From an optimization exercise on the open Yosys and OpenROAD flow, aimed at a short achievable clock period and few clock cycles; shortcuts taken in it are not production practice.
Function was checked by simulation only, so behaviour that the tests miss may differ from the original.
No run shown here takes its clock network from TritonCTS; it comes from the design's own scripts or RTL.
The clock input has no modelled driver; a real chip could not lean on it and would need a root buffer or a full tree.
No activity file was given, so power comes from the tool's default toggle rates.

==> flow/design.v <==
`timescale 1ns/100ps
package l2_cfg_pkg;
    localparam int L2_SETS        = 16;
    localparam int L2_SET_BITS    = 4;
    localparam int L2_WAYS        = 4;
    localparam int L2_WAY_BITS    = 2;
    localparam int OFFSET_BITS    = 4;                             
    localparam int ADDR_BITS      = 16;
    localparam int LINE_ADDR_BITS = ADDR_BITS - OFFSET_BITS;       
    localparam int L2_TAG_BITS    = LINE_ADDR_BITS - L2_SET_BITS;  
    typedef logic [L2_SET_BITS-1:0]    l2_set_t;
    typedef logic [L2_WAY_BITS-1:0]    l2_way_t;
    typedef logic [L2_TAG_BITS-1:0]    l2_tag_t;
    typedef logic [LINE_ADDR_BITS-1:0] line_addr_t;
    typedef logic [OFFSET_BITS-1:0]    offset_t;
    typedef struct packed {
        l2_tag_t tag;
        l2_set_t set;
        offset_t offset;
    } addr_fields_t;
    typedef struct packed {
        line_addr_t line_addr;
        offset_t    offset;
    } addr_line_t;
    typedef union packed {
        addr_fields_t f;
        addr_line_t   l;
    } addr_u;
endpackage
`timescale 1ns/100ps
package l2_coh_pkg;
    typedef enum logic [1:0] {
        INVALID   = 2'b00,
        SHARED    = 2'b01,
        EXCLUSIVE = 2'b10,
        MODIFIED  = 2'b11
    } state_t;
    typedef enum logic [1:0] {
        READ        = 2'b00,
        READ_ATOMIC = 2'b01,
        WRITE       = 2'b10
    } cpu_msg_t;
    typedef enum logic [1:0] {
        REQ_S = 2'b00,
        REQ_E = 2'b01,
        REQ_M = 2'b10
    } coh_msg_t;
endpackage
`timescale 1ns/100ps
`timescale 1ns/100ps
`timescale 1ns/100ps
`timescale 1ns/100ps
module l2_out_q #(
    parameter int W    = 12,
    parameter int LATE = 0
) (
    input  logic         clk,
    input  logic         rst,
    input  logic         push_i,
    input  logic [W-1:0] data_i,
    input  logic         ready_i,
    output logic         valid_o,
    output logic [W-1:0] data_o,
    output logic         room_o       
);
    logic [W-1:0] head_q;
    logic [W-1:0] mem_q [5];
    logic [4:0]   rptr_q, wptr_q;     
    logic [5:1]   occ_q;              
    logic         take, pop, from_mem, from_in;
    logic [W-1:0] mem_rd;
    assign take     = !occ_q[1] || ready_i;
    assign pop      = occ_q[1] && ready_i;
    assign from_mem = take && occ_q[2];
    assign from_in  = take && !occ_q[2];
    always_comb begin
        mem_rd = '0;
        for (int i = 0; i < 5; i++) begin
            if (rptr_q[i]) begin
                mem_rd = mem_rd | mem_q[i];
            end
        end
    end
    always_ff @(posedge clk or negedge rst) begin
        if (!rst) begin
            occ_q  <= '0;
            rptr_q <= 5'b00001;
            wptr_q <= 5'b00001;
        end else begin
            if (push_i && !pop) begin
                occ_q <= {occ_q[4:1], 1'b1};
            end else if (pop && !push_i) begin
                occ_q <= {1'b0, occ_q[5:2]};
            end
            if (from_mem) begin
                rptr_q <= {rptr_q[3:0], rptr_q[4]};
            end
            if (push_i && !from_in) begin
                wptr_q <= {wptr_q[3:0], wptr_q[4]};
            end
        end
    end
    always_ff @(posedge clk) begin
        head_q <= ({W{from_mem}} & mem_rd) | ({W{from_in}} & data_i) | ({W{!take}} & head_q);
        for (int i = 0; i < 5; i++) begin
            if (wptr_q[i]) begin
                mem_q[i] <= data_i;
            end
        end
    end
    assign valid_o = occ_q[1];
    assign data_o  = head_q;
    generate
        if (LATE == 0) begin : g_room
            assign room_o = !occ_q[2] || (ready_i && !occ_q[3]);
        end else begin : g_room
            assign room_o = !occ_q[2] && (ready_i || !occ_q[1]);
        end
    endgenerate
endmodule
module l2_ctrl_top
(
    input  logic       clk,
    input  logic       rst,
    input  logic       cpu_req_valid_i,
    input  logic [1:0] cpu_req_msg_i,     
    input  logic [15:0] cpu_req_addr_i,   
    output logic       cpu_req_ready_o,
    output logic       rd_rsp_valid_o,
    output logic [11:0] rd_rsp_addr_o,
    input  logic       rd_rsp_ready_i,
    output logic       req_out_valid_o,
    output logic [1:0] req_out_msg_o,     
    output logic [11:0] req_out_addr_o,
    input  logic       req_out_ready_i,
    output logic       inval_valid_o,
    output logic [11:0] inval_addr_o,
    input  logic       inval_ready_i
);
    localparam int NS = l2_cfg_pkg::L2_SETS;
    localparam int NW = l2_cfg_pkg::L2_WAYS;
    localparam int NE = NS * NW;
    logic [NE-1:0] arr_vld_q, arr_exc_q, arr_dty_q;
    logic [7:0]    arr_tag_q [NE];
    logic          a_v_q;
    logic [1:0]    a_msg_q;
    logic [7:0]    a_tag_q;
    logic [3:0]    a_set_q;
    logic [NS-1:0] a_sdec_q;
    logic [NE-1:0] a_cmp_q;           
    logic          p_v_q;
    logic          p_rd_q, p_at_q, p_wr_q;
    logic [7:0]    p_tag_q;
    logic [3:0]    p_set_q;
    logic [NS-1:0] p_sdecv_q;         
    logic [NW-1:0] p_vld_q, p_exc_q, p_mat_q;
    logic          w_v_q;
    logic [3:0]    w_set_q;
    logic [NW-1:0] w_way_q;
    logic [NE-1:0] w_ent_q;           
    logic          w_exc_we_q, w_exc_q, w_dty_we_q, w_dty_q;
    logic [7:0]    w_tag_q;
    logic          w_evict_q;
    logic [7:0]    w_vtag_q [NW];     
    logic          w2_v_q;
    logic [3:0]    w2_set_q;
    logic [NW-1:0] w2_way_q;
    logic [7:0]    w2_tag_q;
    logic [NW-1:0] vic_q;
    logic          rdy_q;
    always_ff @(posedge clk or negedge rst) begin
        if (!rst) begin
            a_v_q <= 1'b0;
        end else begin
            a_v_q <= cpu_req_valid_i && rdy_q;
        end
    end
    always_ff @(posedge clk) begin
        a_msg_q <= cpu_req_msg_i;
        a_tag_q <= cpu_req_addr_i[15:8];
        a_set_q <= cpu_req_addr_i[7:4];
        for (int s = 0; s < NS; s++) begin
            a_sdec_q[s] <= (cpu_req_addr_i[7:4] == 4'(s));
        end
        for (int e = 0; e < NE; e++) begin
            a_cmp_q[e] <= (arr_tag_q[e] == cpu_req_addr_i[15:8]);
        end
    end
    logic [NW-1:0] s1_vld, s1_exc, s1_mat;
    logic          s1_same, s1_teq, s1_wset, s1_wteq, s1_w2set, s1_w2teq;
    always_comb begin
        for (int w = 0; w < NW; w++) begin
            s1_vld[w] = 1'b0;
            s1_exc[w] = 1'b0;
            s1_mat[w] = 1'b0;
            for (int s = 0; s < NS; s++) begin
                s1_vld[w] = s1_vld[w] | (a_sdec_q[s] & arr_vld_q[s*NW+w]);
                s1_exc[w] = s1_exc[w] | (a_sdec_q[s] & arr_exc_q[s*NW+w]);
                s1_mat[w] = s1_mat[w] | (a_sdec_q[s] & a_cmp_q[s*NW+w]);
            end
        end
        s1_w2set = w2_v_q && (w2_set_q == a_set_q);
        s1_w2teq = (w2_tag_q == a_tag_q);
        s1_wset  = w_v_q && (w_set_q == a_set_q);
        s1_wteq  = (w_tag_q == a_tag_q);
        for (int w = 0; w < NW; w++) begin
            if (s1_w2set && w2_way_q[w]) begin
                s1_mat[w] = s1_w2teq;
            end
            if (s1_wset && w_way_q[w]) begin
                s1_vld[w] = 1'b1;
                s1_mat[w] = s1_wteq;
                if (w_exc_we_q) begin
                    s1_exc[w] = w_exc_q;
                end
            end
        end
        s1_same = p_v_q && (p_set_q == a_set_q);
        s1_teq  = (p_tag_q == a_tag_q);
    end
    logic [NW-1:0] hit, fill, sel, low_inv;
    logic          hit_any, hit_exc, all_vld, evict;
    logic          exc_we, dty_we, new_dty;
    logic          rd_push, req_push;
    logic [1:0]    req_msg;
    always_comb begin
        hit     = p_vld_q & p_mat_q;
        hit_any = |hit;
        hit_exc = |(hit & p_exc_q);
        all_vld = &p_vld_q;
        for (int w = 0; w < NW; w++) begin
            low_inv[w] = !p_vld_q[w];
            for (int u = 0; u < w; u++) begin
                low_inv[w] = low_inv[w] && p_vld_q[u];
            end
        end
        fill    = hit_any ? '0 : (all_vld ? vic_q : low_inv);
        sel     = hit | fill;
        evict   = p_v_q && !hit_any && all_vld;
        exc_we  = !(hit_any && p_rd_q);
        dty_we  = exc_we;
        new_dty = hit_any || p_wr_q;
        rd_push  = p_v_q && hit_any && (p_rd_q || (p_at_q && hit_exc));
        req_push = p_v_q && (!hit_any || (!p_rd_q && !hit_exc));
        req_msg  = (hit_any || p_wr_q) ? 2'd2 : (p_at_q ? 2'd1 : 2'd0);
    end
    always_ff @(posedge clk or negedge rst) begin
        if (!rst) begin
            p_v_q  <= 1'b0;
            w_v_q  <= 1'b0;
            w2_v_q <= 1'b0;
            vic_q  <= 4'b0001;
            p_sdecv_q <= '0;
            w_ent_q   <= '0;
        end else begin
            p_v_q  <= a_v_q;
            p_sdecv_q <= a_sdec_q & {NS{a_v_q}};
            for (int s = 0; s < NS; s++) begin
                for (int w = 0; w < NW; w++) begin
                    w_ent_q[s*NW+w] <= p_sdecv_q[s] & sel[w];
                end
            end
            w_v_q  <= p_v_q;
            w2_v_q <= w_v_q;
            if (evict) begin
                vic_q <= {vic_q[NW-2:0], vic_q[NW-1]};
            end
        end
    end
    always_ff @(posedge clk) begin
        p_rd_q    <= (a_msg_q == 2'd0);
        p_at_q    <= (a_msg_q == 2'd1);
        p_wr_q    <= a_msg_q[1];
        p_tag_q   <= a_tag_q;
        p_set_q   <= a_set_q;
        for (int w = 0; w < NW; w++) begin
            if (s1_same && sel[w]) begin
                p_vld_q[w] <= 1'b1;
                p_exc_q[w] <= exc_we ? !p_rd_q : p_exc_q[w];
                p_mat_q[w] <= s1_teq;
            end else begin
                p_vld_q[w] <= s1_vld[w];
                p_exc_q[w] <= s1_exc[w];
                p_mat_q[w] <= s1_mat[w];
            end
        end
        w_set_q    <= p_set_q;
        w_way_q    <= sel;
        w_exc_we_q <= exc_we;
        w_exc_q    <= !p_rd_q;
        w_dty_we_q <= dty_we;
        w_dty_q    <= new_dty;
        w_tag_q    <= p_tag_q;
        w_evict_q  <= evict;
        w2_set_q   <= w_set_q;
        w2_way_q   <= w_way_q;
        w2_tag_q   <= w_tag_q;
    end
    logic [7:0] p_rtag [NW];
    logic [7:0] vic_tag;
    logic       w2_same;
    always_comb begin
        for (int w = 0; w < NW; w++) begin
            p_rtag[w] = '0;
            for (int s = 0; s < NS; s++) begin
                p_rtag[w] = p_rtag[w] | ({8{p_sdecv_q[s]}} & arr_tag_q[s*NW+w]);
            end
        end
        w2_same = w2_v_q && (w2_set_q == w_set_q);
        vic_tag = '0;
        for (int w = 0; w < NW; w++) begin
            if (w_way_q[w]) begin
                vic_tag = vic_tag | ((w2_same && w2_way_q[w]) ? w2_tag_q : w_vtag_q[w]);
            end
        end
    end
    always_ff @(posedge clk) begin
        for (int w = 0; w < NW; w++) begin
            w_vtag_q[w] <= p_rtag[w];
        end
    end
    always_ff @(posedge clk or negedge rst) begin
        if (!rst) begin
            arr_vld_q <= '0;
        end else begin
            arr_vld_q <= arr_vld_q | w_ent_q;
        end
    end
    always_ff @(posedge clk) begin
        for (int e = 0; e < NE; e++) begin
            if (w_ent_q[e]) begin
                arr_tag_q[e] <= w_tag_q;
                if (w_exc_we_q) begin
                    arr_exc_q[e] <= w_exc_q;
                end
                if (w_dty_we_q) begin
                    arr_dty_q[e] <= w_dty_q;
                end
            end
        end
    end
    logic rd_room, req_room, inv_room;
    l2_out_q #(.W(12), .LATE(0)) rd_q_i (
        .clk     (clk),
        .rst     (rst),
        .push_i  (rd_push),
        .data_i  ({p_tag_q, p_set_q}),
        .ready_i (rd_rsp_ready_i),
        .valid_o (rd_rsp_valid_o),
        .data_o  (rd_rsp_addr_o),
        .room_o  (rd_room)
    );
    l2_out_q #(.W(14), .LATE(0)) req_q_i (
        .clk     (clk),
        .rst     (rst),
        .push_i  (req_push),
        .data_i  ({req_msg, p_tag_q, p_set_q}),
        .ready_i (req_out_ready_i),
        .valid_o (req_out_valid_o),
        .data_o  ({req_out_msg_o, req_out_addr_o}),
        .room_o  (req_room)
    );
    l2_out_q #(.W(12), .LATE(1)) inv_q_i (
        .clk     (clk),
        .rst     (rst),
        .push_i  (w_v_q && w_evict_q),
        .data_i  ({vic_tag, w_set_q}),
        .ready_i (inval_ready_i),
        .valid_o (inval_valid_o),
        .data_o  (inval_addr_o),
        .room_o  (inv_room)
    );
    always_ff @(posedge clk) begin
        rdy_q <= rd_room && req_room && inv_room;
    end
    assign cpu_req_ready_o = rdy_q;
endmodule
==> flow/flow/run.sh <==
#!/bin/bash
set -euo pipefail
here=$(pwd)
export PRE_CTS_TCL="$here/flow/cts_hook.tcl"
bash standard.sh finish "PRE_CTS_TCL=$here/flow/cts_hook.tcl" > "$here/flow_make.log" 2>&1
==> flow/flow/clock_tree.tcl <==
# Two-level clock tree: the clock port drives NROOT root buffers, each root
# drives the leaf buffers of its region, each leaf buffer drives a cluster of
# clock pins. Clusters come from recursive median bisection, so every leaf has
# the same number of sinks (within one) and every root the same number of leaves.

proc ct_split {items depth} {
  # items: list of {x y payload}; returns list of groups after depth bisections
  if {$depth == 0 || [llength $items] < 2} {
    return [list $items]
  }
  set xs [lmap i $items {lindex $i 0}]
  set ys [lmap i $items {lindex $i 1}]
  set dx [expr {[tcl::mathfunc::max {*}$xs] - [tcl::mathfunc::min {*}$xs]}]
  set dy [expr {[tcl::mathfunc::max {*}$ys] - [tcl::mathfunc::min {*}$ys]}]
  set k [expr {$dx >= $dy ? 0 : 1}]
  set sorted [lsort -real -index $k $items]
  set h [expr {[llength $sorted] / 2}]
  set a [lrange $sorted 0 [expr {$h - 1}]]
  set b [lrange $sorted $h end]
  return [concat [ct_split $a [expr {$depth - 1}]] [ct_split $b [expr {$depth - 1}]]]
}

proc ct_centroid {items} {
  set sx 0.0; set sy 0.0
  foreach i $items {
    set sx [expr {$sx + [lindex $i 0]}]
    set sy [expr {$sy + [lindex $i 1]}]
  }
  set n [llength $items]
  return [list [expr {int($sx / $n)}] [expr {int($sy / $n)}]]
}

proc build_clock_tree {clk_name root_depth leaf_depth root_master leaf_master} {
  set db [ord::get_db]
  set block [ord::get_db_block]
  set clk [$block findNet $clk_name]
  set rootm [$db findMaster $root_master]
  set leafm [$db findMaster $leaf_master]
  set sinks {}
  foreach it [$clk getITerms] {
    set inst [$it getInst]
    set bb [$inst getBBox]
    set x [expr {([$bb xMin] + [$bb xMax]) / 2}]
    set y [expr {([$bb yMin] + [$bb yMax]) / 2}]
    lappend sinks [list $x $y $it]
  }
  puts "clock tree: [llength $sinks] sinks"
  set regions [ct_split $sinks $root_depth]
  set r 0
  set nleaf 0
  foreach reg $regions {
    set rnet [odb::dbNet_create $block "ctree_root_${r}_net"]
    $rnet setSigType CLOCK
    set leaves [ct_split $reg $leaf_depth]
    set lpos {}
    foreach lf $leaves {
      set c [ct_centroid $lf]
      set b [odb::dbInst_create $block $leafm "ctree_leaf_${nleaf}"]
      $b setLocation [lindex $c 0] [lindex $c 1]
      $b setPlacementStatus PLACED
      set lnet [odb::dbNet_create $block "ctree_leaf_${nleaf}_net"]
      $lnet setSigType CLOCK
      foreach s $lf {
        set it [lindex $s 2]
        $it disconnect
        $it connect $lnet
      }
      [$b findITerm X] connect $lnet
      [$b findITerm A] connect $rnet
      lappend lpos [list [lindex $c 0] [lindex $c 1] $b]
      incr nleaf
    }
    set c [ct_centroid $lpos]
    set rb [odb::dbInst_create $block $rootm "ctree_root_${r}"]
    $rb setLocation [lindex $c 0] [lindex $c 1]
    $rb setPlacementStatus PLACED
    [$rb findITerm X] connect $rnet
    [$rb findITerm A] connect $clk
    incr r
  }
  puts "clock tree: $r roots, $nleaf leaves"
}
==> flow/flow/cts_hook.tcl <==
# PRE_CTS_TCL hook: replace TritonCTS by a balanced two-level tree built by
# clock_tree.tcl (four root buffers on the clock port, 64 leaf buffers), then
# let the stage go on as usual (legalisation, setup and hold repair).
source [file join [file dirname [info script]] clock_tree.tcl]

rename clock_tree_synthesis triton_clock_tree_synthesis
proc clock_tree_synthesis {args} {
  build_clock_tree clk 2 4 sky130_fd_sc_hd__buf_16 sky130_fd_sc_hd__buf_12
  global_connect
  set_propagated_clock [all_clocks]
}
==> flow/standard.sh <==
#!/bin/bash
# synth_recipe.tcl (not shown) runs the flow's synth.tcl, then flattens the netlist and writes it again
# the make line also repeats each setting of config.mk as NAME=value (left out here)
make -C /OpenROAD-flow-scripts/flow DESIGN_CONFIG=/design/flow/config.mk WORK_HOME=/design/flow/orfs CLKGATE_MAP_FILE= SYNTH_SCRIPT=/design/flow/synth_recipe.tcl "${@:-finish}"
==> flow/config.mk <==
export PLATFORM = sky130hd
export DESIGN_NAME = l2_ctrl_top
export DESIGN_NICKNAME = l2_ctrl_top
export VERILOG_FILES = /design/flow/design.v
export SDC_FILE = /design/flow/constraint.sdc
export NUM_CORES = 4
export LEC_CHECK = 0
export ABC_CLOCK_PERIOD_IN_PS = 1900
export CAP_MARGIN = 20
export CORE_MARGIN = 2
export CORE_UTILIZATION = 40
export SETUP_SLACK_MARGIN = 3.6
export SLEW_MARGIN = 20
==> flow/constraint.sdc <==
create_clock -name core_clock -period 5.5 [get_ports {clk}]
set_input_delay 1.1000 -clock core_clock [delete_from_list [all_inputs] [get_ports {clk}]]
set_output_delay 1.1000 -clock core_clock [all_outputs]
set_load 0.01 [all_outputs]
==> notes.md, run 1 <==
* RSZ-0062 raised after global routing: true
* CP endpoint kind: register
* Clk Latency, worst-skew pair at 0.45 ns
* Clock Skew at 0.0290 ns
* Setup violators final at 0
* Sequential area share after synthesis at 68.4%
* Critical path, cell by cell: xnor2_4, nand3_4, nor3_4, buf_12, mux2i_1, or4_4, o31a_1
* CP Launch Type: register
* TNS Setup at 0 ns
* Top-Level Pins at 66
* Primary FF master, synth: edfxtp_1
* Cell area after synthesis at 47600 sq um
* Count of flip-flops with a built-in enable after synthesis at 770
* Most frequent cell after synthesis: edfxtp_1
* Leakage at 17.8 nW
* Post-Synth Simple-Gate Area at 8.42%
* Post-Synth Adder-Cell Area at 0.0789%
* Share of cells above drive strength 1 at 16.7%
* Max FO, Critical Path at 8
* Row cnt at 126
* Top cells by count, synth: edfxtp_1, xnor2_1, dfxtp_1
* Fillers at 10.4k
* Starting DRT DRC Count at 3178
* Residual DRC at 0
* Reg clk slew, reported paths at 0.08 ns
* Least-Margin Pin Slew at 1.07 ns
* Die H at 349 microns
* Netlist cell types at 55
* HP Class: register to register
* Critical-path top delay cell: or4_4
* VDD IR max at 0.303 mV
* Initial antenna violation count at 5
* Global-route wire length before repair at 203 mm
* Arr. time, crit path at 2.49 ns
* Max Cap Viol at 0
* Nets at 3426
* Flop-to-flop setup slack at 3.35 ns
* Ranking of synthesized cells by area: edfxtp_1, dfrtp_1, xnor2_1
* Critical setup path kind: register to register
* Post-Syn Area per Cell at 14.3 sq um
* FFs w/ async S/R, synth at 16.6%
* Final worst hold slack at 0.414 ns
* Synth area leader: edfxtp_1
* Routability cong. at 0.885
* Global Route Usage Sum at 22.7%
* Post-route ant nets at 0
* DP HPWL at 86.2 mm
* Post-synthesis compound-gate area fraction at 9.34%
* Initial Util at 40.3%
* Synthesis Warnings at 10
* Share of the synthesized area in the top cell type at 48.6%
* Outcome: timing/DRC/antenna clean
* PwrDens at 315 nW/um^2
* Mapped Nets at 3353
* CP max stage delay at 0.60 ns
* Headroom to the max-slew limit at 28.5%
* #FFs+latches synth at 1190
* Vias in the first global route at 28.5k
* Fin. Hold Viols at 0
* IO Port Bufs at 61
* WP buf/inv at 1
* # hold bufs at CTS at 0
* Cells after Synth at 3326
* Die X at 349 microns
* Min cycle time layout at 2.15 ns
* Slew Viols, Final at 0
* DR vias/cell at 5.87
* Final WL at 143 mm
* Max Clk Rate at 0.464 GHz
* Critical Path RT at 5.83 ns
* Cell family with most CP delay: simple AND/OR/NAND/NOR gates
* Fin crit share at 39.2%
* Drt pass-1 iters at 6
* Area of the die at 122000 sq um
* Area Growth Syn to Fin at 12.6%
* Routed len/inst at 29.0 microns
* Grt total ovfl at 0
* Largest net degree at the start of global routing at 86
* Synth Area in XOR/XNOR at 10.2%
* Largest family of logic cells by synthesized area: XOR/XNOR gates
* Core area at 118000 sq um
* Post-synthesis mux area share at 1.81%
* Via count of the routed design at 29.0k
-- area by class of cell --
type	instances	area [sq um]	area share, %
inverters	15	70.1	0.131
diodes	1	2.50	0.00467
plain buffers	68	1390	2.60
repair buffers	204	2510	4.69
flip-flops and latches	1190	32700	61.0
multi-input cells	1920	15000	28.0
well taps	1536	1920	3.59
-- sequential cells by signal, summed over array words and instances, names as in the netlist, 14 cells and up --
signal and flops:
a_cmp_q 64, a_sdec_q 16, w_vtag_q 32, arr_vld_q 64, req_q_i.head_q 14, rd_q_i.mem_q 60
inv_q_i.mem_q 60, w_ent_q 64, arr_tag_q 512, arr_exc_q 64, req_q_i.mem_q 70, p_sdecv_q 16
-- cells in the final DEF (no fill, tap or decap), types with 22 or more instances in the layout --
master / count
nand3_1: 45
a22o_1: 173
nand4_1: 173
xor2_1: 24
dfxtp_1: 150
mux2i_1: 51
a222oi_1: 31
a221oi_2: 52
and2_1: 83
o21ai_0: 69
dfxtp_2: 62
nand2_1: 138
buf_6: 61
nor2b_1: 66
buf_12: 97
dfrtp_1: 182
a221oi_1: 119
xnor2_1: 523
nor2_1: 86
buf_4: 74
edfxtp_1: 770
mux2_4: 22
a22oi_1: 54
or2_2: 64
-- kinds of logic after synthesis --
kind of cell,Yosys count
adders and majority gates,3
DFF,1190
xor gates and xnor gates,551
muxes,82
AOI/OAI and AO/OA,555
and+or+nand+nor,728
buffers and inverters,217
-- repair_timing --
action / 4_1_cts / 5_1_grt
setup endpoints to repair: 299 / 165
pin swaps: 36 / 41
cloned: 3 / 4
gates resized for setup: 449 / 101
setup buffers: 62 / 16
-- stage by stage --
stage               setup slack, ns  cell area [sq um]  util, %  cells  total power, mW
floorplan                      3.40              48200        -   3326             11.3
global placement               2.44              50000     42.4   4780             12.0
detailed placement             2.41              50000     42.4   4780             12.1
CTS                            3.33              52900     44.9   4913             16.9
global route                   3.28              53600     45.4   4934             17.4
finish                         3.35              53600     45.4   4934             16.9
-- where the power goes --
group / switching [mW] / internal, mW
sequential: 0.406 / 9.95
clock: 2.76 / 1.95
combinational: 0.989 / 0.819
total: 4.15 / 12.7
-- routing by layer --
| metal | up-vias | wire length, microns | part of all wire [%] | GRT usage, % |
|---|---|---|---|---|
| li1 | 12600 | - | - | - |
| met1 | 14900 | 60900 | 43 | 32.3 |
| met3 | 249 | 11200 | 7.8 | 2.73 |
| met5 | - | 7 | 0.0049 | 0 |
| met2 | 1271 | 65900 | 46 | 36.7 |
| met4 | 2 | 5280 | 3.7 | 6.58 |
-- worst paths after layout --
check                                          from  depth (start not counted)                            to
worst max-delay path            w2_set_q[3]$_DFF_P_                          7     inv_q_i.head_q[4]$_DFF_P_
max in group asynchronous                       rst                          2        p_sdecv_q[1]$_DFF_PN0_
worst max register to register  w2_set_q[3]$_DFF_P_                          7     inv_q_i.head_q[4]$_DFF_P_
min in group asynchronous                       rst                          1  inv_q_i.occ_q[1]$_DFFE_PN0P_
worst min-delay path             a_msg_q[1]$_DFF_P_                          0                p_wr_q$_DFF_P_
worst min register to register   a_msg_q[1]$_DFF_P_                          0                p_wr_q$_DFF_P_
Testbench counts, summed over its fixed seeds: cycles 4,824.
==> run 2, diff against run 1 <==
--- a/flow/design.v
+++ b/flow/design.v
@@ -183,7 +183,7 @@
             a_sdec_q[s] <= (cpu_req_addr_i[7:4] == 4'(s));
         end
         for (int e = 0; e < NE; e++) begin
-            a_cmp_q[e] <= (arr_tag_q[e] == cpu_req_addr_i[15:8]);
+            a_cmp_q[e] <= (cpu_req_addr_i[7:4] == 4'(e / NW)) && (arr_tag_q[e] == cpu_req_addr_i[15:8]);
         end
     end
     logic [NW-1:0] s1_vld, s1_exc, s1_mat;
@@ -196,7 +196,7 @@
             for (int s = 0; s < NS; s++) begin
                 s1_vld[w] = s1_vld[w] | (a_sdec_q[s] & arr_vld_q[s*NW+w]);
                 s1_exc[w] = s1_exc[w] | (a_sdec_q[s] & arr_exc_q[s*NW+w]);
-                s1_mat[w] = s1_mat[w] | (a_sdec_q[s] & a_cmp_q[s*NW+w]);
+                s1_mat[w] = s1_mat[w] | a_cmp_q[s*NW+w];
             end
         end
         s1_w2set = w2_v_q && (w2_set_q == a_set_q);
@@ -298,20 +298,21 @@
     end
     logic [7:0] p_rtag [NW];
     logic [7:0] vic_tag;
-    logic       w2_same;
+    logic       p_wsame;
     always_comb begin
+        p_wsame = w_v_q && (w_set_q == p_set_q);
         for (int w = 0; w < NW; w++) begin
             p_rtag[w] = '0;
             for (int s = 0; s < NS; s++) begin
                 p_rtag[w] = p_rtag[w] | ({8{p_sdecv_q[s]}} & arr_tag_q[s*NW+w]);
             end
+            if (p_wsame && w_way_q[w]) begin
+                p_rtag[w] = w_tag_q;
+            end
         end
-        w2_same = w2_v_q && (w2_set_q == w_set_q);
         vic_tag = '0;
         for (int w = 0; w < NW; w++) begin
-            if (w_way_q[w]) begin
-                vic_tag = vic_tag | ((w2_same && w2_way_q[w]) ? w2_tag_q : w_vtag_q[w]);
-            end
+            vic_tag = vic_tag | ({8{w_way_q[w]}} & w_vtag_q[w]);
         end
     end
     always_ff @(posedge clk) begin
==> notes.md, run 2 <==
* Outcome: timing/DRC/antenna clean
* Top-Level Pins at 66 (unchanged)
* Initial Util at 40.2% (-0.12 points)
* Starting DRT DRC Count at 3691 (+16%)
* Most frequent cells in the layout: edfxtp_1, xnor2_1, dfrtp_1, a22o_1, dfxtp_1
* Ranking of synthesized cells by area: edfxtp_1, dfrtp_1, dfxtp_1
* Primary FF master, synth: edfxtp_1
* Launching point of the worst reg2reg path: p_sdecv_q[1]$_DFF_PN0_
* Synth area leader: edfxtp_1
* Max Clk Rate at 0.478 GHz (+2.8%)
* Top cells by count, synth: edfxtp_1, xnor2_1, dfxtp_1
* Grt total ovfl at 0 (unchanged)
* Mapped Nets at 3284 (-2.1%)
* Critical setup path kind: register to register
* DR vias/cell at 6.07 (+3.3%)
* Cells after Synth at 3257 (-2.1%)
* CP endpoint kind: register
* Residual DRC at 0 (unchanged)
* Area Growth Syn to Fin at 19.1%
* #FFs+latches synth at 1190 (unchanged)
* Top Registers: arr_tag_q x512, req_q_i.mem_q x70
* Reg clk slew, reported paths at 0.08 ns (about the same)
* IO Port Bufs at 61 (unchanged)
* Worst r2r dst: w_vtag_q[0][4]$_DFF_P_
* Worst R2R Path Depth at 7 (unchanged)
* VDD IR max at 0.319 mV (+5.3%)
* Share of the synthesized area in the top cell type at 48.9% (+0.27 points)
* Hold path startpoint: a_msg_q[1]$_DFF_P_
* Hold Path Depth at 0 (unchanged)
* Flop-to-flop setup slack at 3.41 ns (+0.06 ns)
* WHS Endpoint: p_wr_q$_DFF_P_
* Fin crit share at 38.1% (-1.1 points)
* Netlist cell types at 59 (+7.3%)
* Worst Setup SP: p_sdecv_q[1]$_DFF_PN0_
* Min cycle time layout at 2.09 ns (-0.0596 ns)
* HP Class: register to register
* Final WL at 158 mm (+10%)
* TNS Setup at 0 ns (unchanged)
* Max Cap Viol at 0 (unchanged)
* RSZ-0062 raised after global routing: true
* Global Route Usage Sum at 24.5% (+1.8 points)
* Nets at 3445 (+0.55%)
* Clk Latency, worst-skew pair at 0.46 ns (about the same)
* Most flop-heavy register: arr_tag_q
* Count of flip-flops with a built-in enable after synthesis at 770 (unchanged)
* Arr. time, crit path at 2.43 ns (-0.06 ns)
* Setup violators final at 0 (unchanged)
* Via count of the routed design at 30.1k (+3.7%)
* Max FO, Critical Path at 5 (-3)
* Die X at 348 microns (-0.27%)
* Core area at 118000 sq um (-0.27%)
* Leakage at 19.5 nW (+9.8%)
* Cell area after synthesis at 47300 sq um (-0.55%)
* DP HPWL at 92.2 mm (+7.1%)
* Final worst hold slack at 0.375 ns (-0.0395 ns)
* Headroom to the max-slew limit at 26.3% (-2.2 points)
* Vias in the first global route at 28.8k (+1.1%)
* Routed len/inst at 31.8 microns (+9.5%)
* CP Launch Type: register
* Row cnt at 126 (unchanged)
* Synthesis Warnings at 10 (unchanged)
* Largest register FFs at 512 (unchanged)
* Clock Skew at 0.0336 ns (+0.00460 ns)
* Global-route wire length before repair at 215 mm (+5.7%)
* Fin. Hold Viols at 0 (unchanged)
* FFs w/ async S/R, synth at 16.6% (unchanged)
* Routability cong. at 0.893 (+0.93%)
* Most frequent cell after synthesis: edfxtp_1
* Sequential area share after synthesis at 68.8% (+0.38 points)
* Drt pass-1 iters at 7 (+1)
* Post-route ant nets at 0 (unchanged)
* Slew Viols, Final at 0 (unchanged)
* Critical Path RT at 5.83 ns (about the same)
* Least-Margin Pin Slew at 1.11 ns (+0.0332 ns)
* Die H at 348 microns (-0.27%)
* PwrDens at 303 nW/um^2 (-3.9%)
* Commonest non-fill, non-tap cell in the layout: edfxtp_1
* Area of the die at 121000 sq um (-0.55%)
* Largest net degree at the start of global routing at 88 (+2.3%)
* Share of cells above drive strength 1 at 26.5% (+9.9 points)
* Initial antenna violation count at 7 (+2)
* Post-Syn Area per Cell at 14.5 sq um (+1.6%)
==> run 2: cell count changes in the layout (fill, tap and decap cells not counted), sizes merged, moves of 49 or more <==
cell   change
buf       +79
nand2     -63
nand3     +62
nand4     -53
nor2      -57
nor2b     -49
nor4      +73
xnor2    -111
xor2     +112
==> run 2: area by class of cell <==
cell class / instances / area, sq um
sequential: 1190 / 32700
tap: 1536 / 1920
buffer: 68 / 1390
fill: 10000 / 61300
inverter: 11 / 45.0
antenna: 1 / 2.50
timing repair buffer: 291 / 3780
multi-input combinational: 1856 / 16500
==> run 2: critical path, cell delays in order (launching register included) <==
cell and delay, ns:
dfrtp_4 0.52, buf_12 0.15, buf_16 0.14, buf_4 0.15, buf_4 0.13, a221oi_2 0.30
nand4_1 0.25, mux2_2 0.33
==> run 2: worst max path at each step <==
stage	cells after the start	slack, ns	to
2_1_floorplan	5	3.36	rd_q_i.wptr_q[1]$_DFFE_PN0P_
3_3_place_gp	5	1.92	a_cmp_q[29]$_DFF_P_
3_5_place_dp	5	1.90	a_cmp_q[29]$_DFF_P_
4_1_cts	1	3.41	inval_valid_o
5_1_grt	1	3.39	inval_valid_o
6_report	7	3.41	w_vtag_q[0][4]$_DFF_P_
==> run 2: logic make-up after synthesis <==
kind of cell,synth area share (%)
and+or+nand+nor,8.16
buffers and inverters,1.74
DFF,68.8
adders and majority gates,0.0794
xor gates and xnor gates,10.2
muxes,1.88
AOI/OAI and AO/OA,9.16
==> run 2: power by group <==
part           total, mW  internal [mW]  leakage (nW)  switching [mW]
clock network       4.76           1.95         0.652            2.81
logic               1.99          0.874          7.47            1.11
registers           10.3           9.94          11.4           0.376
==> run 2: stage by stage <==
stage | total power [mW] | utilization, % | setup slack [ns] | cell area [sq um] | instances
finish | 17.1 | 47.9 | 3.41 | 56400 | 4953
global route | 17.5 | 47.9 | 3.39 | 56400 | 4952
CTS | 16.9 | 46.2 | 3.41 | 54400 | 4868
detailed placement | 12.0 | 42.9 | 1.90 | 50400 | 4711
global placement | 12.0 | 42.8 | 1.92 | 50400 | 4710
floorplan | 11.3 | - | 3.36 | 49000 | 3257
==> run 2: metal layers <==
layer / up-vias / part of all wire [%] / routed length (microns) / track usage [%]
met5: - / 0.020 / 32 / 0
met4: 6 / 4.3 / 6790 / 7.65
met3: 340 / 10 / 16200 / 4.66
met2: 1649 / 45 / 71000 / 38.4
met1: 15400 / 40 / 63500 / 34.5
li1: 12600 / - / - / -
==> run 2: repair_timing <==
item / CTS / global route
setup endpoints to repair: 278 / 236
gates resized for setup: 596 / 191
pin swaps: 51 / 65
hold buffers: 0 / 0
setup buffers: 79 / 73
cloned: 10 / 11
Testbench counts of run 2, summed over its fixed seeds: cycles 4,824.
==> run 3, diff against run 2 <==
--- a/flow/flow/clock_tree.tcl
+++ b/flow/flow/clock_tree.tcl
@@ -1,6 +1,6 @@
-# Two-level clock tree: the clock port drives NROOT root buffers, each root
-# drives the leaf buffers of its region, each leaf buffer drives a cluster of
-# clock pins. Clusters come from recursive median bisection, so every leaf has
+# Two-level clock tree: the clock port drives four root buffers (or
+# inverters), each root drives the leaf buffers (or inverters) of its region,
+# each leaf drives a cluster of clock pins. Clusters come from recursive median bisection, so every leaf has
 # the same number of sinks (within one) and every root the same number of leaves.
 
 proc ct_split {items depth} {
@@ -20,6 +20,24 @@
   return [concat [ct_split $a [expr {$depth - 1}]] [ct_split $b [expr {$depth - 1}]]]
 }
 
+proc ct_split_k {items k} {
+  # items: list of {x y payload}; returns k groups of near-equal size
+  if {$k <= 1 || [llength $items] < 2} {
+    return [list $items]
+  }
+  set xs [lmap i $items {lindex $i 0}]
+  set ys [lmap i $items {lindex $i 1}]
+  set dx [expr {[tcl::mathfunc::max {*}$xs] - [tcl::mathfunc::min {*}$xs]}]
+  set dy [expr {[tcl::mathfunc::max {*}$ys] - [tcl::mathfunc::min {*}$ys]}]
+  set ix [expr {$dx >= $dy ? 0 : 1}]
+  set sorted [lsort -real -index $ix $items]
+  set k1 [expr {$k / 2}]
+  set h [expr {[llength $sorted] * $k1 / $k}]
+  set a [lrange $sorted 0 [expr {$h - 1}]]
+  set b [lrange $sorted $h end]
+  return [concat [ct_split_k $a $k1] [ct_split_k $b [expr {$k - $k1}]]]
+}
+
 proc ct_centroid {items} {
   set sx 0.0; set sy 0.0
   foreach i $items {
@@ -28,6 +46,14 @@
   }
   set n [llength $items]
   return [list [expr {int($sx / $n)}] [expr {int($sy / $n)}]]
+}
+
+proc ct_out {inst} {
+  set it [$inst findITerm X]
+  if {$it == "NULL" || $it == ""} {
+    set it [$inst findITerm Y]
+  }
+  return $it
 }
 
 proc build_clock_tree {clk_name root_depth leaf_depth root_master leaf_master} {
@@ -51,7 +77,7 @@
   foreach reg $regions {
     set rnet [odb::dbNet_create $block "ctree_root_${r}_net"]
     $rnet setSigType CLOCK
-    set leaves [ct_split $reg $leaf_depth]
+    set leaves [ct_split_k $reg $leaf_depth]
     set lpos {}
     foreach lf $leaves {
       set c [ct_centroid $lf]
@@ -65,7 +91,7 @@
         $it disconnect
         $it connect $lnet
       }
-      [$b findITerm X] connect $lnet
+      [ct_out $b] connect $lnet
       [$b findITerm A] connect $rnet
       lappend lpos [list [lindex $c 0] [lindex $c 1] $b]
       incr nleaf
@@ -74,7 +100,7 @@
     set rb [odb::dbInst_create $block $rootm "ctree_root_${r}"]
     $rb setLocation [lindex $c 0] [lindex $c 1]
     $rb setPlacementStatus PLACED
-    [$rb findITerm X] connect $rnet
+    [ct_out $rb] connect $rnet
     [$rb findITerm A] connect $clk
     incr r
   }
==> flow/flow/cts_hook.tcl (replaced) <==
# PRE_CTS_TCL hook: replace TritonCTS by a balanced two-level tree built by
# clock_tree.tcl: the clock port drives four inv_16 roots, each root drives
# 14 inv_12 leaves, each leaf a cluster of about 21 clock pins. The two
# inversions cancel, so the registers still see the rising edge. The stage
# then goes on as usual (legalisation, setup and hold repair).
source [file join [file dirname [info script]] clock_tree.tcl]

rename clock_tree_synthesis triton_clock_tree_synthesis
proc clock_tree_synthesis {args} {
  build_clock_tree clk 2 14 sky130_fd_sc_hd__inv_16 sky130_fd_sc_hd__inv_12
  global_connect
  set_propagated_clock [all_clocks]
}
==> notes.md, run 3 <==
* Worst R2R Path Depth at 6 (-1)
* Routed len/inst at 32.3 microns (+1.6%)
* Via count of the routed design at 30.9k (+2.6%)
* FFs w/ async S/R, synth at 16.6% (unchanged)
* Max Clk Rate at 0.489 GHz (+2.4%)
* Routability cong. at 0.893 (unchanged)
* Die H at 348 microns (unchanged)
* TNS Setup at 0 ns (unchanged)
* Commonest non-fill, non-tap cell in the layout: edfxtp_1
* Cells after Synth at 3257 (unchanged)
* Arr. time, crit path at 2.23 ns (-0.20 ns)
* Synth area leader: edfxtp_1
* Min cycle time layout at 2.04 ns (-0.0498 ns)
* Setup violators final at 0 (unchanged)
* Fin crit share at 37.2% (-0.90 points)
* Max Cap Viol at 0 (unchanged)
* Largest net degree at the start of global routing at 88 (unchanged)
* Global Route Usage Sum at 25.9% (+1.4 points)
* Grt total ovfl at 0 (unchanged)
* Top cells by count, synth: edfxtp_1, xnor2_1, dfxtp_1
* Final Total Pwr at 16.2 mW (-4.8%)
* Netlist cell types at 59 (unchanged)
* Ranking of synthesized cells by area: edfxtp_1, dfrtp_1, dfxtp_1
* Most frequent cell after synthesis: edfxtp_1
* Outcome: timing/DRC/antenna clean
* Launching point of the worst reg2reg path: p_sdecv_q[1]$_DFF_PN0_
* Critical Path RT at 5.69 ns (-0.14 ns)
* # hold bufs at CTS at 0 (unchanged)
* Final WL at 163 mm (+3.3%)
* HP Class: register to register
* Vias in the first global route at 29.7k (+3.3%)
* Primary FF master, synth: edfxtp_1
* Flop-to-flop setup slack at 3.46 ns (+0.05 ns)
* RSZ-0062 raised after global routing: true
* Area of the die at 121000 sq um (unchanged)
* Fin. Hold Viols at 0 (unchanged)
* Row cnt at 126 (unchanged)
* Starting DRT DRC Count at 4279 (+16%)
* Post-Syn Area per Cell at 14.5 sq um (unchanged)
* Nets at 3530 (+2.5%)
* CP endpoint kind: register
* Top-Level Pins at 66 (unchanged)
* Area Growth Syn to Fin at 21.9%
* Count of flip-flops with a built-in enable after synthesis at 770 (unchanged)
* Clock Skew at 0.0217 ns (-0.0120 ns)
* Place WS at 1.90 ns (unchanged)
* Sequential area share after synthesis at 68.8% (unchanged)
* Residual DRC at 0 (unchanged)
* PwrDens at 281 nW/um^2 (-7.0%)
* Clk Latency, worst-skew pair at 0.30 ns (-0.16 ns)
* Most frequent cells in the layout: edfxtp_1, xnor2_1, dfrtp_1, buf_4, a22o_1
* VDD IR max at 0.460 mV (+44%)
* Leakage at 20.2 nW (+3.4%)
* Max FO, Critical Path at 7 (+2)
* CP Launch Type: register
* Largest register FFs at 512 (unchanged)
* Top Registers: arr_tag_q x512, req_q_i.mem_q x70
* Worst Setup SP: p_sdecv_q[1]$_DFF_PN0_
* Crit path to: w_vtag_q[3][3]$_DFF_P_
* Global-route wire length before repair at 225 mm (+4.8%)
* Critical setup path kind: register to register
* Synthesis Warnings at 10 (unchanged)
* Hold path startpoint: a_msg_q[1]$_DFF_P_
* Final Worst Setup Slack at 3.46 ns (+0.0498 ns)
* Reg clk slew, reported paths at 0.10 ns (+0.02 ns)
* Most flop-heavy register: arr_tag_q
* IO Port Bufs at 61 (unchanged)
* Least-Margin Pin Slew at 1.14 ns (+0.0322 ns)
* Share of the synthesized area in the top cell type at 48.9% (unchanged)
* #FFs+latches synth at 1190 (unchanged)
* Drt pass-1 iters at 6 (-1)
* Mapped Nets at 3284 (unchanged)
* Cell area after synthesis at 47300 sq um (unchanged)
* Slew Viols, Final at 0 (unchanged)
* DP HPWL at 92.2 mm (unchanged)
* Headroom to the max-slew limit at 24.1% (-2.1 points)
* DR vias/cell at 6.12 (+0.91%)
* Core area at 118000 sq um (unchanged)
* Initial Util at 40.2% (unchanged)
* Die X at 348 microns (unchanged)
* Share of cells above drive strength 1 at 30.2% (+3.7 points)
* Initial antenna violation count at 8 (+1)
* Worst r2r dst: w_vtag_q[3][3]$_DFF_P_
* Post-route ant nets at 0 (unchanged)
* Fillers at 9894 (-1.2%)
==> run 3: cell counts after synthesis <==
Identical to the previous run, type by type.
==> run 3: critical path: stages, from the launching register on <==
cell,delay [ns]
dfrtp_4,0.54
buf_12,0.17
buf_12,0.15
a22o_1,0.23
a221oi_4,0.27
nand4_1,0.24
mux2_4,0.32
==> run 3: power breakdown <==
group	switching (mW)	internal [mW]
Clock	3.32	0.581
Sequential	0.359	9.92
Combinational	1.17	0.888
Total	4.84	11.4
==> run 3: kinds of logic (layout without fill, tap and decap cells) <==
group                      count (synthesis)  in the layout  share of synthesized area, %
AOI/OAI and AO/OA                        537            537                          9.16
DFF                                     1190           1190                          68.8
and+or+nand+nor                          684            685                          8.16
xor gates and xnor gates                 552            552                          10.2
other                                      0              1                             0
buffers and inverters                    212            455                          1.74
adders and majority gates                  3              3                        0.0794
muxes                                     79             79                          1.88
==> run 3: routing by layer <==
layer / share of wire [%] / vias to the layer above / GRT usage [%]
li1: - / 12800 / -
met1: 39 / 15700 / 36.2
met2: 45 / 1966 / 39.8
met3: 11 / 366 / 5.20
met4: 4.9 / 4 / 9.89
met5: 0.017 / - / 0
==> run 3: layout make-up <==
type / instances / area, sq um / share of cell area (%)
sequential: 1190 / 32700 / 56.8
multi-input combinational: 1856 / 17000 / 29.4
timing repair buffer: 384 / 5020 / 8.71
tap: 1536 / 1920 / 3.33
inverter: 71 / 1040 / 1.80
antenna: 1 / 2.50 / 0.00434
==> run 3: worst min path at each step <==
stage	end	cells past startpoint
after floorplan	w2_way_q[1]$_DFF_P_	0
after global placement	p_wr_q$_DFF_P_	0
after detailed placement	p_wr_q$_DFF_P_	0
after CTS	p_wr_q$_DFF_P_	0
after global routing	p_wr_q$_DFF_P_	0
final	p_wr_q$_DFF_P_	0
==> run 3: repair_timing <==
item,in CTS,in global routing
pin swaps,98,94
gates cloned,28,5
buffers inserted,160,73
resized for setup,653,232
setup endpoints to repair,336,228
hold endpoints to repair,0,0
==> run 3: per-stage QoR <==
step | cells | area, sq um | hold WS (ns) | util [%]
after detailed placement | 4711 | 50400 | 0.360 | 42.9
after global routing | 5037 | 57700 | 0.383 | 49.0
after global placement | 4710 | 50400 | 0.359 | 42.8
after CTS | 4959 | 55600 | 0.374 | 47.3
after floorplan | 3257 | 49000 | 0.349 | -
final | 5038 | 57700 | 0.373 | 49.0
==> run 4, diff against run 3 <==
--- a/flow/design.v
+++ b/flow/design.v
@@ -87,11 +87,8 @@
             rptr_q <= 5'b00001;
             wptr_q <= 5'b00001;
         end else begin
-            if (push_i && !pop) begin
-                occ_q <= {occ_q[4:1], 1'b1};
-            end else if (pop && !push_i) begin
-                occ_q <= {1'b0, occ_q[5:2]};
-            end
+            occ_q <= push_i ? (pop ? occ_q : {occ_q[4:1], 1'b1})
+                            : (pop ? {1'b0, occ_q[5:2]} : occ_q);
             if (from_mem) begin
                 rptr_q <= {rptr_q[3:0], rptr_q[4]};
             end
@@ -142,6 +139,7 @@
     localparam int NE = NS * NW;
     logic [NE-1:0] arr_vld_q, arr_exc_q, arr_dty_q;
     logic [7:0]    arr_tag_q [NE];
+    logic [7:0]    arr_tag_nx [NE];   
     logic          a_v_q;
     logic [1:0]    a_msg_q;
     logic [7:0]    a_tag_q;
@@ -153,6 +151,7 @@
     logic [7:0]    p_tag_q;
     logic [3:0]    p_set_q;
     logic [NS-1:0] p_sdecv_q;         
+    logic [NS-1:0] p_sdec_q;          
     logic [NW-1:0] p_vld_q, p_exc_q, p_mat_q;
     logic          w_v_q;
     logic [3:0]    w_set_q;
@@ -162,9 +161,7 @@
     logic [7:0]    w_tag_q;
     logic          w_evict_q;
     logic [7:0]    w_vtag_q [NW];     
-    logic          w2_v_q;
-    logic [3:0]    w2_set_q;
-    logic [NW-1:0] w2_way_q;
+    logic [NW-1:0] w_byp_q;           
     logic [7:0]    w2_tag_q;
     logic [NW-1:0] vic_q;
     logic          rdy_q;
@@ -183,11 +180,11 @@
             a_sdec_q[s] <= (cpu_req_addr_i[7:4] == 4'(s));
         end
         for (int e = 0; e < NE; e++) begin
-            a_cmp_q[e] <= (cpu_req_addr_i[7:4] == 4'(e / NW)) && (arr_tag_q[e] == cpu_req_addr_i[15:8]);
+            a_cmp_q[e] <= (arr_tag_nx[e] == cpu_req_addr_i[15:8]);
         end
     end
     logic [NW-1:0] s1_vld, s1_exc, s1_mat;
-    logic          s1_same, s1_teq, s1_wset, s1_wteq, s1_w2set, s1_w2teq;
+    logic          s1_same, s1_teq, s1_wset, s1_wteq;
     always_comb begin
         for (int w = 0; w < NW; w++) begin
             s1_vld[w] = 1'b0;
@@ -196,17 +193,12 @@
             for (int s = 0; s < NS; s++) begin
                 s1_vld[w] = s1_vld[w] | (a_sdec_q[s] & arr_vld_q[s*NW+w]);
                 s1_exc[w] = s1_exc[w] | (a_sdec_q[s] & arr_exc_q[s*NW+w]);
-                s1_mat[w] = s1_mat[w] | a_cmp_q[s*NW+w];
+                s1_mat[w] = s1_mat[w] | (a_sdec_q[s] & a_cmp_q[s*NW+w]);
             end
         end
-        s1_w2set = w2_v_q && (w2_set_q == a_set_q);
-        s1_w2teq = (w2_tag_q == a_tag_q);
         s1_wset  = w_v_q && (w_set_q == a_set_q);
         s1_wteq  = (w_tag_q == a_tag_q);
         for (int w = 0; w < NW; w++) begin
-            if (s1_w2set && w2_way_q[w]) begin
-                s1_mat[w] = s1_w2teq;
-            end
             if (s1_wset && w_way_q[w]) begin
                 s1_vld[w] = 1'b1;
                 s1_mat[w] = s1_wteq;
@@ -248,7 +240,6 @@
         if (!rst) begin
             p_v_q  <= 1'b0;
             w_v_q  <= 1'b0;
-            w2_v_q <= 1'b0;
             vic_q  <= 4'b0001;
             p_sdecv_q <= '0;
             w_ent_q   <= '0;
@@ -261,7 +252,6 @@
                 end
             end
             w_v_q  <= p_v_q;
-            w2_v_q <= w_v_q;
             if (evict) begin
                 vic_q <= {vic_q[NW-2:0], vic_q[NW-1]};
             end
@@ -272,6 +262,7 @@
         p_at_q    <= (a_msg_q == 2'd1);
         p_wr_q    <= a_msg_q[1];
         p_tag_q   <= a_tag_q;
+        p_sdec_q  <= a_sdec_q;
         p_set_q   <= a_set_q;
         for (int w = 0; w < NW; w++) begin
             if (s1_same && sel[w]) begin
@@ -292,8 +283,6 @@
         w_dty_q    <= new_dty;
         w_tag_q    <= p_tag_q;
         w_evict_q  <= evict;
-        w2_set_q   <= w_set_q;
-        w2_way_q   <= w_way_q;
         w2_tag_q   <= w_tag_q;
     end
     logic [7:0] p_rtag [NW];
@@ -304,20 +293,18 @@
         for (int w = 0; w < NW; w++) begin
             p_rtag[w] = '0;
             for (int s = 0; s < NS; s++) begin
-                p_rtag[w] = p_rtag[w] | ({8{p_sdecv_q[s]}} & arr_tag_q[s*NW+w]);
-            end
-            if (p_wsame && w_way_q[w]) begin
-                p_rtag[w] = w_tag_q;
+                p_rtag[w] = p_rtag[w] | ({8{p_sdec_q[s]}} & arr_tag_q[s*NW+w]);
             end
         end
         vic_tag = '0;
         for (int w = 0; w < NW; w++) begin
-            vic_tag = vic_tag | ({8{w_way_q[w]}} & w_vtag_q[w]);
+            vic_tag = vic_tag | ({8{w_way_q[w]}} & (w_byp_q[w] ? w2_tag_q : w_vtag_q[w]));
         end
     end
     always_ff @(posedge clk) begin
         for (int w = 0; w < NW; w++) begin
             w_vtag_q[w] <= p_rtag[w];
+            w_byp_q[w]  <= p_wsame && w_way_q[w];
         end
     end
     always_ff @(posedge clk or negedge rst) begin
@@ -327,6 +314,11 @@
             arr_vld_q <= arr_vld_q | w_ent_q;
         end
     end
+    always_comb begin
+        for (int e = 0; e < NE; e++) begin
+            arr_tag_nx[e] = w_ent_q[e] ? w_tag_q : arr_tag_q[e];
+        end
+    end
     always_ff @(posedge clk) begin
         for (int e = 0; e < NE; e++) begin
             if (w_ent_q[e]) begin
==> notes.md, run 4 <==
* Outcome: timing/DRC/antenna clean
* Critical setup path kind: register to register
* HP Class: register to register
* Most frequent cells in the layout: dfxtp_1, mux2_2, nor2_1, edfxtp_1, xnor2_1
* RSZ-0062 raised after global routing: true
* Met2 Use GR at 41.8% (+2.0 points)
* Place WS at 1.83 ns (-0.0670 ns)
* Primary FF master, synth: dfxtp_1
* Critical Path RT at 5.60 ns (-0.09 ns)
* Die H at 356 microns (+2.4%)
* Cell area after synthesis at 49600 sq um (+4.8%)
* Slew Viols, Final at 0 (unchanged)
* Vias in the first global route at 33.4k (+12%)
* Max Clk Rate at 0.496 GHz (+1.4%)
* Mapped Nets at 4307 (+31%)
* Post-route ant nets at 0 (unchanged)
* Fillers at 11.2k (+13%)
* Top-Level Pins at 66 (unchanged)
* Sequential area share after synthesis at 55.7% (-13 points)
* IO Port Bufs at 61 (unchanged)
* Row cnt at 129 (+2.4%)
* PwrDens at 316 nW/um^2 (+12%)
* Routability cong. at 0.887 (-0.64%)
* Via count of the routed design at 36.0k (+17%)
* Synthesis Warnings at 11 (+1)
* VDD IR max at 0.448 mV (-2.7%)
* Most flop-heavy register: arr_tag_q
* Cells after Synth at 4283 (+32%)
* Reg clk slew, reported paths at 0.10 ns (about the same)
* Drt pass-1 iters at 6 (unchanged)
* Post-Syn Area per Cell at 11.6 sq um (-20%)
* Gr busiest metal: met2
* DR vias/cell at 6.03 (-1.6%)
* Top Registers: arr_tag_q x512, req_q_i.mem_q x70
* Min cycle time layout at 2.02 ns (-0.0273 ns)
* Fin crit share at 36.7% (-0.50 points)
* Clk Latency, worst-skew pair at 0.31 ns (about the same)
* Final worst hold slack at 0.394 ns (+0.0204 ns)
* Arr. time, crit path at 2.12 ns (-0.11 ns)
* Clock Skew at 0.0287 ns (+0.00702 ns)
* #FFs+latches synth at 1201 (+0.92%)
* Routed len/inst at 30.5 microns (-5.6%)
* CP endpoint kind: register
* Commonest non-fill, non-tap cell in the layout: dfxtp_1
* Most frequent cell after synthesis: dfxtp_1
* Final WL at 182 mm (+12%)
* Largest net degree at the start of global routing at 102 (+16%)
* Max Cap Viol at 0 (unchanged)
* Largest register FFs at 512 (unchanged)
* Final Worst Setup Slack at 3.48 ns (+0.0273 ns)
* Ranking of synthesized cells by area: dfxtp_1, edfxtp_1, mux2_2
* Residual DRC at 0 (unchanged)
* TNS Setup at 0 ns (unchanged)
* Netlist cell types at 57 (-3.4%)
* Final instance area at 57100 sq um (-1.0%)
* Max FO, Critical Path at 17 (+10)
* Core area at 123000 sq um (+4.9%)
* Grt met3 use at 5.02% (-0.18 points)
* Count of flip-flops with a built-in enable after synthesis at 258 (-66%)
* Share of cells above drive strength 1 at 30.3% (+0.050 points)
* Area Growth Syn to Fin at 15.1%
* Area of the die at 127000 sq um (+4.8%)
* Headroom to the max-slew limit at 49.9% (+26 points)
* Top cells by count, synth: dfxtp_1, mux2_2, nor2_1
* Grt total ovfl at 0 (unchanged)
* CP Launch Type: register
* Global Route Usage Sum at 26.9% (+1.0 points)
* Least-Margin Pin Slew at 0.751 ns (-0.387 ns)
* Die X at 356 microns (+2.4%)
* Setup violators final at 0 (unchanged)
* Leakage at 21.7 nW (+7.5%)
* Fin. Hold Viols at 0 (unchanged)
* Starting DRT DRC Count at 4623 (+8.0%)
* Global-route wire length before repair at 248 mm (+10%)
* Nets at 4353 (+23%)
* Share of the synthesized area in the top cell type at 30.2% (-19 points)
* Synth area leader: dfxtp_1
* Initial Util at 40.2% (about the same)
* DP HPWL at 101 mm (+9.5%)
* FFs w/ async S/R, synth at 16.3% (-0.23 points)
* M1 GR Usage at 37.2% (+0.95 points)
* Placement Cell Area at 51700 sq um (+2.6%)
* Initial antenna violation count at 22 (+14)
==> run 4: changes by cell type after synthesis, moves of 100 or more <==
cell | before | now
nor2_1 | 36 | 358
dfxtp_1 | 223 | 747
edfxtp_1 | 770 | 258
nand4b_1 | 1 | 128
and2_1 | 131 | 231
nand2_1 | 80 | 195
clkbuf_1 | 164 | 276
xnor2_1 | 415 | 242
nor3_1 | 15 | 127
mux2_2 | 62 | 577
==> run 4: cell families after synthesis <==
family / count (synthesis) / synth area share (%)
mux: 594 / 13.5
simple gates: 1269 / 13.5
xor+xnor: 303 / 5.35
compound gates: 570 / 9.21
buf+inv: 346 / 2.75
flops: 1201 / 55.7
==> run 4: worst max-delay path: stages (launching register included) <==
cell	delay, ns
dfxtp_4	0.47
buf_6	0.24
a22o_1	0.21
a221oi_1	0.48
nand4_1	0.34
==> run 4: area by class of cell <==
cell class / count / area (sq um) / area share, %
antenna: 10 / 25.0 / 0.0438
inverter: 80 / 1190 / 2.08
multi-input combinational: 2737 / 21900 / 38.3
sequential: 1201 / 27800 / 48.7
tap: 1637 / 2050 / 3.59
timing repair buffer: 285 / 3770 / 6.61
timing repair inverter: 24 / 400 / 0.702
==> run 4: metrics by stage <==
step | utilization [%] | total power, mW | instances
after floorplan | - | 12.6 | 4283
final | 46.3 | 18.0 | 5974
after global placement | 41.9 | 13.6 | 5723
after CTS | 44.8 | 17.8 | 5897
after detailed placement | 41.9 | 13.6 | 5723
after global routing | 46.3 | 18.7 | 5964
==> run 4: path summary, 6_finish.rpt <==
| check | from | to | slack, ns | cells past startpoint |
|---|---|---|---|---|
| worst max-delay path | p_sdec_q[10]$_DFF_P_ | w_vtag_q[1][6]$_DFF_P_ | 3.48 | 4 |
| worst min-delay path | a_tag_q[5]$_DFF_P_ | p_tag_q[5]$_DFF_P_ | 0.39 | 0 |
| worst max register to register | p_sdec_q[10]$_DFF_P_ | w_vtag_q[1][6]$_DFF_P_ | 3.48 | 4 |
| worst min register to register | a_tag_q[5]$_DFF_P_ | p_tag_q[5]$_DFF_P_ | 0.39 | 0 |
| max in group asynchronous | rst | w_ent_q[40]$_DFF_PN0_ | 3.76 | 2 |
| min in group asynchronous | rst | req_q_i.occ_q[1]$_DFFE_PN0P_ | 0.72 | 1 |
==> run 4: power breakdown <==
part           internal (mW)  leakage [nW]  switching (mW)  total [mW]
combinational           1.57          10.2            1.87        3.43
clock                  0.580         0.448            3.39        3.97
sequential              9.93          11.1           0.700        10.6
total                   12.1          21.7            5.96        18.0
==> run 4: metal layers <==
metal | share of wire [%] | vias up
met5 | 0.027 | -
met4 | 4.8 | 8
met3 | 9.8 | 425
met2 | 44 | 1932
met1 | 41 | 18200
li1 | - | 15500
==> run 4: repair_timing <==
action | CTS | global route
gates resized for setup | 560 | 201
hold buffers | 0 | 0
pin swaps | 83 | 161
setup buffers | 74 | 51
cloned | 40 | 16
setup endpoints to repair | 463 | 186
Testbench counts of run 4, summed over its fixed seeds: cycles 4,824.
==> run 5, diff against run 4 <==
--- a/flow/design.v
+++ b/flow/design.v
@@ -145,7 +145,7 @@
     logic [7:0]    a_tag_q;
     logic [3:0]    a_set_q;
     logic [NS-1:0] a_sdec_q;
-    logic [NE-1:0] a_cmp_q;           
+    logic [NE-1:0] a_cmph_q, a_cmpl_q;  
     logic          p_v_q;
     logic          p_rd_q, p_at_q, p_wr_q;
     logic [7:0]    p_tag_q;
@@ -180,7 +180,8 @@
             a_sdec_q[s] <= (cpu_req_addr_i[7:4] == 4'(s));
         end
         for (int e = 0; e < NE; e++) begin
-            a_cmp_q[e] <= (arr_tag_nx[e] == cpu_req_addr_i[15:8]);
+            a_cmph_q[e] <= (arr_tag_nx[e][7:4] == cpu_req_addr_i[15:12]);
+            a_cmpl_q[e] <= (arr_tag_nx[e][3:0] == cpu_req_addr_i[11:8]);
         end
     end
     logic [NW-1:0] s1_vld, s1_exc, s1_mat;
@@ -193,7 +194,7 @@
             for (int s = 0; s < NS; s++) begin
                 s1_vld[w] = s1_vld[w] | (a_sdec_q[s] & arr_vld_q[s*NW+w]);
                 s1_exc[w] = s1_exc[w] | (a_sdec_q[s] & arr_exc_q[s*NW+w]);
-                s1_mat[w] = s1_mat[w] | (a_sdec_q[s] & a_cmp_q[s*NW+w]);
+                s1_mat[w] = s1_mat[w] | (a_sdec_q[s] & a_cmph_q[s*NW+w] & a_cmpl_q[s*NW+w]);
             end
         end
         s1_wset  = w_v_q && (w_set_q == a_set_q);
@@ -267,7 +268,7 @@
         for (int w = 0; w < NW; w++) begin
             if (s1_same && sel[w]) begin
                 p_vld_q[w] <= 1'b1;
-                p_exc_q[w] <= exc_we ? !p_rd_q : p_exc_q[w];
+                p_exc_q[w] <= !p_rd_q || (hit_any && p_exc_q[w]);
                 p_mat_q[w] <= s1_teq;
             end else begin
                 p_vld_q[w] <= s1_vld[w];
==> notes.md, run 5 <==
* Outcome: timing/DRC/antenna clean
* Met2 Use GR at 38.3% (-3.5 points)
* Synthesis Warnings at 11 (unchanged)
* #FFs+latches synth at 1265 (+5.3%)
* Clk Latency, worst-skew pair at 0.31 ns (about the same)
* M1 GR Usage at 33.3% (-3.9 points)
* PwrDens at 266 nW/um^2 (-16%)
* IO Port Bufs at 61 (unchanged)
* Final worst hold slack at 0.397 ns (+0.00313 ns)
* Cell area after synthesis at 49600 sq um (about the same)
* Cells after Synth at 3918 (-8.5%)
* Place WS at 2.46 ns (+0.624 ns)
* Routability cong. at 0.834 (-6.0%)
* CP endpoint kind: output port
* Top cells by count, synth: dfxtp_1, mux2_2, xor2_1
* Max FO, Critical Path at 2 (-15)
* Setup violators final at 0 (unchanged)
* Final Worst Setup Slack at 3.49 ns (+0.00635 ns)
* CP max stage delay at 0.47 ns (about the same)
* Seq pwr share at 66.9% (+8.0 points)
* Synth area leader: dfxtp_1
* Netlist cell types at 50 (-12%)
* # hold bufs at CTS at 0 (unchanged)
* Top-Level Pins at 66 (unchanged)
* Fillers at 11.3k (+0.70%)
* Area Growth Syn to Fin at 9.62%
* Grt total ovfl at 0 (unchanged)
* Reg clk slew, reported paths at 0.10 ns (about the same)
* VDD IR max at 0.422 mV (-5.8%)
* Least-Margin Pin Slew at 0.826 ns (+0.0743 ns)
* Critical path, cell by cell: buf_6
* Initial Util at 40.2% (about the same)
* Ranking of synthesized cells by area: dfxtp_1, edfxtp_1, mux2_2
* Core area at 123000 sq um (unchanged)
* Fin. Hold Viols at 0 (unchanged)
* Max Clk Rate at 0.497 GHz (+0.32%)
* Post-route ant nets at 0 (unchanged)
* Initial antenna violation count at 14 (-36%)
* Share of the synthesized area in the top cell type at 32.9% (+2.7 points)
* Commonest non-fill, non-tap cell in the layout: dfxtp_1
* Final non-filler cell total at 5484 (-8.2%)
* Headroom to the max-slew limit at 45.0% (-5.0 points)
* Row cnt at 129 (unchanged)
* Post-Syn Area per Cell at 12.7 sq um (+9.4%)
* RSZ-0062 raised after global routing: true
* Final WL at 157 mm (-14%)
* Critical Path RT at 4.40 ns (-1.20 ns)
* Placement Cell Area at 51700 sq um (about the same)
* Number of diodes at 0 (-10)
* HP Class: register to register
* Top Registers: arr_tag_q x512, req_q_i.mem_q x70
* Die X at 356 microns (about the same)
* Drt pass-1 iters at 8 (+2)
* Arr. time, crit path at 0.91 ns (-1.21 ns)
* Global-route wire length before repair at 221 mm (-11%)
* FFs w/ async S/R, synth at 15.5% (-0.83 points)
* Leakage at 22.3 nW (+2.6%)
* Most flop-heavy register: arr_tag_q
* CP Launch Type: register
* DP HPWL at 96.0 mm (-5.0%)
* Largest net degree at the start of global routing at 113 (+11%)
* DR vias/cell at 5.77 (-4.2%)
* Vias in the first global route at 30.7k (-8.0%)
* Finished Core Util at 44.1% (-2.2 points)
* TNS Setup at 0 ns (unchanged)
* Grt met3 use at 2.74% (-2.3 points)
* Starting DRT DRC Count at 3570 (-23%)
* Critical-path top delay cell: dfrtp_2
* Cell family with most CP delay: flip-flops
* Residual DRC at 0 (unchanged)
* Nets at 3873 (-11%)
* Gr busiest metal: met2
* Die H at 356 microns (about the same)
* Area of the die at 127000 sq um (about the same)
* Global Route Usage Sum at 23.5% (-3.4 points)
* Comb power frac at 5.2% (-14 points)
* Cells after DPL at 5371 (-6.2%)
* Clock Skew at 0.0242 ns (-0.00448 ns)
* WP buf/inv at 1 (unchanged)
* Switch share at 28.2% (-4.9 points)
* Routed len/inst at 28.6 microns (-6.2%)
* Final Total Pwr at 14.5 mW (-20%)
* Critical setup path kind: register to output port
* Most frequent cell after synthesis: dfxtp_1
* Clock power frac at 27.9% (+5.9 points)
* Pint at 10.4 mW (-14%)
* Via count of the routed design at 31.7k (-12%)
* Sequential area share after synthesis at 58.2% (+2.5 points)
* Fin crit share at 36.6% (-0.12 points)
* Min cycle time layout at 2.01 ns (-0.00635 ns)
* Share of cells above drive strength 1 at 27.3% (-3.0 points)
* P_sw at 4.07 mW (-32%)
* Most frequent cells in the layout: dfxtp_1, mux2_2, xor2_1, edfxtp_1, dfrtp_1
* Primary FF master, synth: dfxtp_1
* Mapped Nets at 3942 (-8.5%)
* Count of flip-flops with a built-in enable after synthesis at 254 (-1.6%)
* Largest register FFs at 512 (unchanged)
* Max Cap Viol at 0 (unchanged)
* Slew Viols, Final at 0 (unchanged)
* Final instance area at 54400 sq um (-4.7%)
-- run 5: kinds of logic (layout without fill, tap and decap cells) --
family / Yosys count / in the layout / share of synthesized area, %
AOI/OAI and AO/OA: 531 / 531 / 8.57
buffers and inverters: 317 / 245 / 2.46
DFF: 1265 / 1265 / 58.2
and+or+nand+nor: 664 / 665 / 7.62
xor gates and xnor gates: 541 / 541 / 9.55
muxes: 600 / 600 / 13.6
-- run 5: routing by layer --
layer,vias to the layer above,wire length (microns)
met5,-,13
met1,16200,70000
met4,2,4530
met3,231,10500
met2,1111,71900
li1,14100,-
-- run 5: timing repair --
| item | in CTS | in global routing |
|---|---|---|
| cloned | 10 | 7 |
| resized for setup | 404 | 73 |
| setup buffers | 21 | 15 |
| pin swaps | 20 | 18 |
| setup endpoints to repair | 429 | 199 |
-- run 5: final timing paths --
path	depth (start not counted)	to	slack [ns]	from
worst max register to register	6	p_mat_q[1]$_DFF_P_	3.54	a_sdec_q[14]$_DFF_P_
min in group asynchronous	1	rd_q_i.rptr_q[3]$_DFFE_PN0P_	0.75	rst
worst min-delay path	0	p_tag_q[7]$_DFF_P_	0.40	a_tag_q[7]$_DFF_P_
worst max-delay path	1	rd_rsp_valid_o	3.49	rd_q_i.occ_q[1]$_DFFE_PN0P_
max in group asynchronous	2	w_ent_q[55]$_DFF_PN0_	3.77	rst
worst min register to register	0	p_tag_q[7]$_DFF_P_	0.40	a_tag_q[7]$_DFF_P_
-- run 5: layout make-up --
type | instances | area (sq um) | area share, %
inverters | 74 | 1040 | 1.92
well taps | 1637 | 2050 | 3.77
repair buffers | 171 | 2240 | 4.12
multi-input cells | 2337 | 20000 | 36.8
flip-flops and latches | 1265 | 29000 | 53.4
-- run 5: power by group through the flow --
stage | clock network [mW] | logic, mW | registers [mW]
2_1_floorplan | 0 | 0.384 | 9.81
3_3_place_gp | 0 | 0.601 | 9.88
3_5_place_dp | 0 | 0.601 | 9.88
4_1_cts | 4.10 | 0.684 | 9.68
5_1_grt | 4.41 | 0.785 | 9.68
6_report | 4.04 | 0.749 | 9.67
Testbench counts of run 5, summed over its fixed seeds: cycles 4,824.

==> what the ideal ports hide <==
Ports are ideal in the flow. The routed layouts listed here were re-timed in OpenROAD. Step 1: set_driving_cell puts a clkbuf_16 on clk and a buf_2 on each other input, an assumption about the parent block. Step 2 moves the port delays by t, midway between the first and last clock arrival at a register: inputs arrive t later, outputs are due t later. That takes back most of the time a late clock gives input paths. Slacks: ideal ports / drivers / drivers and shift; pairs: ideal ports / drivers.
run	t (ns)	setup slack, ns	worst register clock-pin slew, ns	cell pins on the clock port's net
run 1	0.603	3.346 / 3.265 / 3.017	0.09 / 0.09	4
run 2	0.614	3.406 / 3.264 / 2.924	0.09 / 0.09	4
run 3	0.568	3.456 / 3.291 / 2.942	0.11 / 0.11	4
run 4	0.568	3.483 / 3.281 / 2.994	0.11 / 0.11	4
run 5	0.558	3.489 / 3.221 / 3.048	0.11 / 0.11	4
After both steps setup and hold are still met in every run listed. The setup slack of run 3, which loses most, moves by -0.165 ns with the drivers and by -0.514 ns with both steps.
